Source: an optimization exercise on an open RTL-to-GDS flow (aim: small area, a short achievable clock period and few clock cycles per item). Production flows keep margins and buffers that such runs may drop.
Only simulation tests tie the RTL to the original design; equivalence was not proved.
Power figures rest on the tool's default switching activity, not on a simulated workload.

[run.sh]
#!/bin/bash
# synth_recipe.tcl (not shown) runs the flow's synth.tcl, then flattens the netlist and writes it again
# the make line also repeats each setting of config.mk as NAME=value (left out here)
make -C /OpenROAD-flow-scripts/flow DESIGN_CONFIG=/design/flow/config.mk WORK_HOME=/design/flow/orfs CLKGATE_MAP_FILE= SYNTH_SCRIPT=/design/flow/synth_recipe.tcl finish
[config.mk]
export PLATFORM = sky130hd
export DESIGN_NAME = rtype_mc_datapath
export DESIGN_NICKNAME = rtype_mc_datapath
export VERILOG_FILES = /design/flow/design.v
export SDC_FILE = /design/flow/constraint.sdc
export NUM_CORES = 4
export LEC_CHECK = 0
export CAP_MARGIN = 20
export CELL_PAD_IN_SITES_DETAIL_PLACEMENT = 1
export CELL_PAD_IN_SITES_GLOBAL_PLACEMENT = 2
export CORE_MARGIN = 2
export CORE_UTILIZATION = 30
export PLACE_DENSITY = 0.45
export SLEW_MARGIN = 20
[design.v]
module rtype_mc_datapath #(
    parameter int DATA_W = 32,
    parameter int NREGS  = 32
) (
    input  logic              clk,
    input  logic              reset,
    input  logic              instr_valid,
    output logic              instr_ready,
    input  logic [31:0]       instr,
    output logic [DATA_W-1:0] out,
    output logic [5:0]        op,
    output logic              zero,
    output logic              done,
    output logic              illegal,
    output logic              ovf,
    input  logic [4:0]        dbg_addr,
    output logic [DATA_W-1:0] dbg_data
);
    localparam int IW  = $clog2(NREGS);
    localparam int SHW = $clog2(DATA_W);
    localparam int MSB = DATA_W - 1;
    typedef enum logic [1:0] {IDLE, DECODE, EXEC, WB} state_t;
    state_t            state_q, state_d;
    logic [31:0]       instr_q;
    logic [5:0]        op_q;
    logic [DATA_W-1:0] a_q, b_q, out_q;
    logic              zero_q, illegal_q, ovf_q;
    logic [DATA_W-1:0] regs_q [NREGS];
    logic [IW-1:0]     rs_idx, rt_idx, rd_idx;
    logic [5:0]        funct;
    logic [SHW-1:0]    shamt_m;
    logic [DATA_W-1:0] sum, diff, alu_res;
    logic              alu_ill, ovf_d, reg_we;
    assign rs_idx  = instr_q[21 +: IW];
    assign rt_idx  = instr_q[16 +: IW];
    assign rd_idx  = instr_q[11 +: IW];
    assign funct   = instr_q[5:0];
    assign shamt_m = SHW'(instr_q[10:6]);
    assign sum     = a_q + b_q;
    assign diff    = a_q - b_q;
    always_ff @(posedge clk or posedge reset) begin
        if (reset) state_q <= IDLE;
        else       state_q <= state_d;
    end
    always_comb begin
        state_d = state_q;
        case (state_q)
            IDLE:    if (instr_valid) state_d = DECODE;
            DECODE:  state_d = EXEC;
            EXEC:    state_d = WB;
            WB:      state_d = IDLE;
            default: state_d = IDLE;
        endcase
    end
    assign instr_ready = (state_q == IDLE);
    assign done        = (state_q == WB);
    always_comb begin
        alu_res = '0;
        alu_ill = 1'b0;
        case (funct)
            6'h20:   alu_res = sum;
            6'h22:   alu_res = diff;
            6'h24:   alu_res = a_q & b_q;
            6'h25:   alu_res = a_q | b_q;
            6'h26:   alu_res = a_q ^ b_q;
            6'h27:   alu_res = ~(a_q | b_q);
            6'h2A:   alu_res = {{(DATA_W-1){1'b0}}, $signed(a_q) < $signed(b_q)};
            6'h2B:   alu_res = {{(DATA_W-1){1'b0}}, a_q < b_q};
            6'h00:   alu_res = b_q << shamt_m;
            6'h02:   alu_res = b_q >> shamt_m;
            6'h03:   alu_res = $signed(b_q) >>> shamt_m;
            default: alu_ill = 1'b1;
        endcase
        if (instr_q[31:26] != 6'd0) alu_ill = 1'b1;
        if (alu_ill) alu_res = '0;
    end
    logic add_ovf, sub_ovf;
    assign add_ovf = (a_q[MSB] == b_q[MSB]) && (sum[MSB] != a_q[MSB]);
    assign sub_ovf = (a_q[MSB] != b_q[MSB]) && (diff[MSB] != a_q[MSB]);
    assign ovf_d   = !alu_ill && (((funct == 6'h20) && add_ovf) || ((funct == 6'h22) && sub_ovf));
    always_ff @(posedge clk or posedge reset) begin
        if (reset) begin
            instr_q   <= '0;
            op_q      <= '0;
            a_q       <= '0;
            b_q       <= '0;
            out_q     <= '0;
            zero_q    <= 1'b1;
            illegal_q <= 1'b0;
            ovf_q     <= 1'b0;
        end else begin
            if (state_q == IDLE && instr_valid) begin
                instr_q <= instr;
                op_q    <= instr[31:26];
            end
            if (state_q == DECODE) begin
                a_q <= regs_q[rs_idx];
                b_q <= regs_q[rt_idx];
            end
            if (state_q == EXEC) begin
                out_q     <= alu_res;
                zero_q    <= (alu_res == '0);
                illegal_q <= alu_ill;
                ovf_q     <= ovf_d;
            end
        end
    end
    assign reg_we = (state_q == WB) && (rd_idx != '0) && !illegal_q && !ovf_q;
    always_ff @(posedge clk or posedge reset) begin
        if (reset) begin
            for (int i = 0; i < NREGS; i++) regs_q[i] <= DATA_W'(i);
        end else if (reg_we) begin
            regs_q[rd_idx] <= out_q;
        end
    end
    assign dbg_data = regs_q[dbg_addr[IW-1:0]];
    assign out      = out_q;
    assign op       = op_q;
    assign zero     = zero_q;
    assign illegal  = illegal_q;
    assign ovf      = ovf_q;
endmodule
[constraint.sdc]
create_clock -name core_clock -period 8.0 [get_ports {clk}]
set_input_delay 1.6000 -clock core_clock [delete_from_list [all_inputs] [get_ports {clk}]]
set_output_delay 1.6000 -clock core_clock [all_outputs]
set_load 0.01 [all_outputs]
==> flow_metrics.tcl <==
set metrics [dict create \
    status "complete, no violations" \
    finalCriticalPeriod_ns 7.30 \
    finalWirelength_mm 557 \
    area_growth_pct 16.6 \
    routed-via-count 73300 \
    slew_violations 0 \
    internal-power_mw 13.4 \
    worst_path_dominant_cell_family "simple AND/OR/NAND/NOR gates" \
    relSlewSlack_pct 11.9 \
    dr.pass1.iters 6 \
    preCtsSetupSlack_ns 0.886 \
    synth_common_cells "dfrtp_1 (1076), mux2_2 (999), a221oi_1 (684), clkbuf_1 (620), a22o_1 (616)" \
    drive_above_1_share_pct 29.2 \
    cts-hold-fix-buffers 0 \
    hold_violations 0 \
    max_freq_mhz 137 \
    netlist_area_um2 71100 \
    crit_type "primary input to output port" \
    initial_core_util_pct 30.2 \
    hp-class "register to register" \
    cts_tree "done" \
    multi_input_area_um2 39800 \
    ant_nets 0 \
    yosysMostFrequentCell "dfrtp_1" \
    syn_avg_cell_area_um2 10.6 \
    path_common_cell "clkdlybuf4s50_1" \
    postSynthCellCount 6704 \
    drtIter0Drc 11100 \
    vdd_drop_max_uv 408 \
    grt_usage_pct 44.8 \
    worst_ep_required_time_ns 6.40 \
    cts_inserted_buffers 148 \
    drc 0 \
    synth.yosys.seq_area_share_pct 40.9 \
    avgRoutedWirePerCell_um 56.2 \
    ctsResizeCount 0 \
    synth_cell_types 108 \
    row_count 178 \
    synth_top_area_cell "dfrtp_1" \
    cp-end-kind "output port" \
    cts-root-buf "clkbuf_16" \
    synth_nets 6853 \
    p_leak_nw 35.3 \
    detailed_place_hpwl_mm 360 \
    power_frac_seq_pct 26.6 \
    crit_fanout 14 \
    p_switching_mw 12.5 \
    overflow 0 \
    n_fill_cell 25400 \
    die_h_um 491 \
    fin_ws_ns 0.704 \
    clk_pin_slew_ns 0.06 \
    coreArea_um2 235000 \
    totalNegativeSetupSlack_ns 0 \
    synth_top_area_share_pct 37.9 \
    power_frac_clock_pct 28.4 \
    power_density_nw_per_um2 313 \
    switching_share_pct 48.4 \
    async_reset_ff_share_pct 100 \
    max_stage_delay_ns 1.01 \
    path_cells "clkdlybuf4s50_1, nand2b_1, nor2_4, buf_4, a221oi_1, nand4_1, o32a_1, clkdlybuf4s50_1" \
    drv_cap 0 \
    nNetsFinal 6757 \
    yosysWarnings 2 \
    cts_setup_buffers 0 \
    worst_slew_pin_slew_ns 1.28 \
    ys.flop_type "dfrtp_1" \
    die_x_um 491 \
    cp.arrival_ns 5.70 \
    regArea_um2 29100 \
    timing.final.crit_share_pct 91.2 \
    grt_pass1_vias 71100 \
    antenna_found_initial 60 \
    grt_pass1_wl_mm 725 \
    pin_count 115 \
    ys_seq_elements 1157 \
    synth_edf_count 0 \
    htree_levels 4 \
    slowest_stage "nor2_4" \
    gp_congestion 1.00 \
    grt_max_degree 147 \
    die_area_um2 241000 \
    clockBufferDepth 3 \
    via_per_inst 7.39 \
    crit_path_start_kind "primary input" \
    io_buffer_count 114 \
    clk_latency_ns 0.84 \
    cts_sinks 1157 \
    ys_top_cells_by_area "dfrtp_1 (38%), mux2_2 (16%), a221oi_1 (8.4%)" \
    clock_skew_ns 0.0699 \
    crit_buf_inv 3 \
    rsz0062_at_grt "no" \
    p_comb_share_pct 45.0 \
    final-setup-viol-count 0 \
]
[flip-flops by register name, summed over array words and instances (netlist names)]
signal	count
a_q	32
b_q	32
illegal_q	1
instr_q	32
out_q	32
ovf_q	1
regs_q	1024
state_q	2
zero_q	1
[metrics by stage]
stage          hold slack (ns)  power, mW  cells  utilization [%]  instance area (um2)
6_report                 0.452       25.9   9907             35.2                82900
5_1_grt                  0.462       26.3   9883             35.2                82800
3_5_place_dp             0.427       18.1   9606             32.9                77500
2_1_floorplan            0.473       12.4   6704                -                71100
4_1_cts                  0.444       25.5   9879             35.1                82700
3_3_place_gp             0.431       18.1   9604             32.9                77400
[final timing paths]
kind	to	slack, ns	startpoint	cells past startpoint
setup / recovery	dbg_data[13]	0.70	dbg_addr[0]	8
hold / removal	regs_q[0][26]	0.45	regs_q[0][26]	0
setup reg to reg	zero_q	1.74	b_q[11]	12
hold reg to reg	regs_q[0][26]	0.45	regs_q[0][26]	0
max in group asynchronous	instr_q[6]	4.76	reset	4
min in group asynchronous	regs_q[4][21]	1.37	reset	2
[area by class of cell]
cell class / count / area share (%)
diodes: 26 / 0.0785
repair buffers: 477 / 5.23
well taps: 3150 / 4.76
flip-flops and latches: 1157 / 35.1
inverters: 114 / 0.521
multi-input cells: 4710 / 48.0
clock buffers: 209 / 5.25
clock inverters: 64 / 1.09
[layout by cell type, fill, tap and decap left out, types with 29 or more instances in the layout]
| master | n |
|---|---|
| nand3_1 | 78 |
| buf_4 | 326 |
| nor3_1 | 48 |
| mux4_2 | 51 |
| inv_1 | 108 |
| nand2_1 | 349 |
| dfstp_2 | 81 |
| nor2_4 | 100 |
| nor2b_1 | 29 |
| a211oi_1 | 31 |
| a22oi_1 | 174 |
| clkdlybuf4s50_1 | 114 |
| clkbuf_16 | 152 |
| a22o_1 | 616 |
| o32a_1 | 33 |
| a221oi_1 | 684 |
| mux2i_1 | 65 |
| o221ai_1 | 58 |
| nor2_1 | 160 |
| buf_12 | 36 |
| mux2_2 | 999 |
| o21ai_0 | 243 |
| dfrtp_1 | 1067 |
| ha_1 | 105 |
| clkbuf_8 | 33 |
| a21oi_1 | 134 |
| nand4_1 | 219 |
| o211ai_1 | 44 |
[cell families after synthesis]
group,synth area share (%)
AO/OA/AOI/OAI,25.8
AND/OR/NAND/NOR,8.08
flip-flops,40.9
multiplexers,18.4
buffers and inverters,4.74
adder cells (fa/ha/maj),1.94
XOR/XNOR,0.160
[worst reg2reg max path, cell delays in order (launching register included)]
cell	delay (ns)
dfrtp_1	0.76
inv_1	0.30
ha_1	0.74
inv_1	0.23
a21oi_1	0.31
nand4_1	0.36
o211ai_1	0.75
a21oi_1	0.20
a31oi_1	0.22
a41oi_1	0.46
a2111oi_2	0.63
nand4_1	0.72
o32ai_2	0.48
[power by group through the flow]
stage,Sequential (mW),Clock (mW),Combinational [mW]
after detailed placement,6.98,0,11.1
after floorplan,6.39,0,6.03
after CTS,6.87,7.47,11.2
final,6.89,7.36,11.7
after global routing,6.92,7.64,11.8
after global placement,6.97,0,11.1
[per-layer routing]
| metal | track usage (%) | wire, um |
|---|---|---|
| met5 | 0.258 | 238 |
| met4 | 33.8 | 53400 |
| met3 | 15.0 | 59800 |
| met2 | 66.5 | 235000 |
| met1 | 53.5 | 209000 |
Testbench counts, summed over its fixed seeds: cycles 48,000, items 12,000.

## afterwards: timing with drivers on the ports
Ports are ideal in the flow. The routed layout listed here was re-timed in OpenROAD.
Step 1 (the two cells are an assumption about what drives the block):
set clk [get_ports {clk}]
set_driving_cell -lib_cell sky130_fd_sc_hd__clkbuf_16 $clk
set_driving_cell -lib_cell sky130_fd_sc_hd__buf_2 [delete_from_list [all_inputs] $clk]
Step 2, shift: input delay + t, output delay - t, t = (earliest + latest rising clock arrival at the registers) / 2. This alone moves slack from input paths to output paths.
Three values: ideal ports, drivers, drivers and shift; two values: the first two.
t (ns): 0.902
setup WS [ns]: 0.704 / 0.678 / 0.678
worst slew at a driven data input, ns: 0.18
After both steps this run still meets setup and hold. For this run, drivers alone change the setup slack by -0.026 ns; drivers and shift together by -0.026 ns.
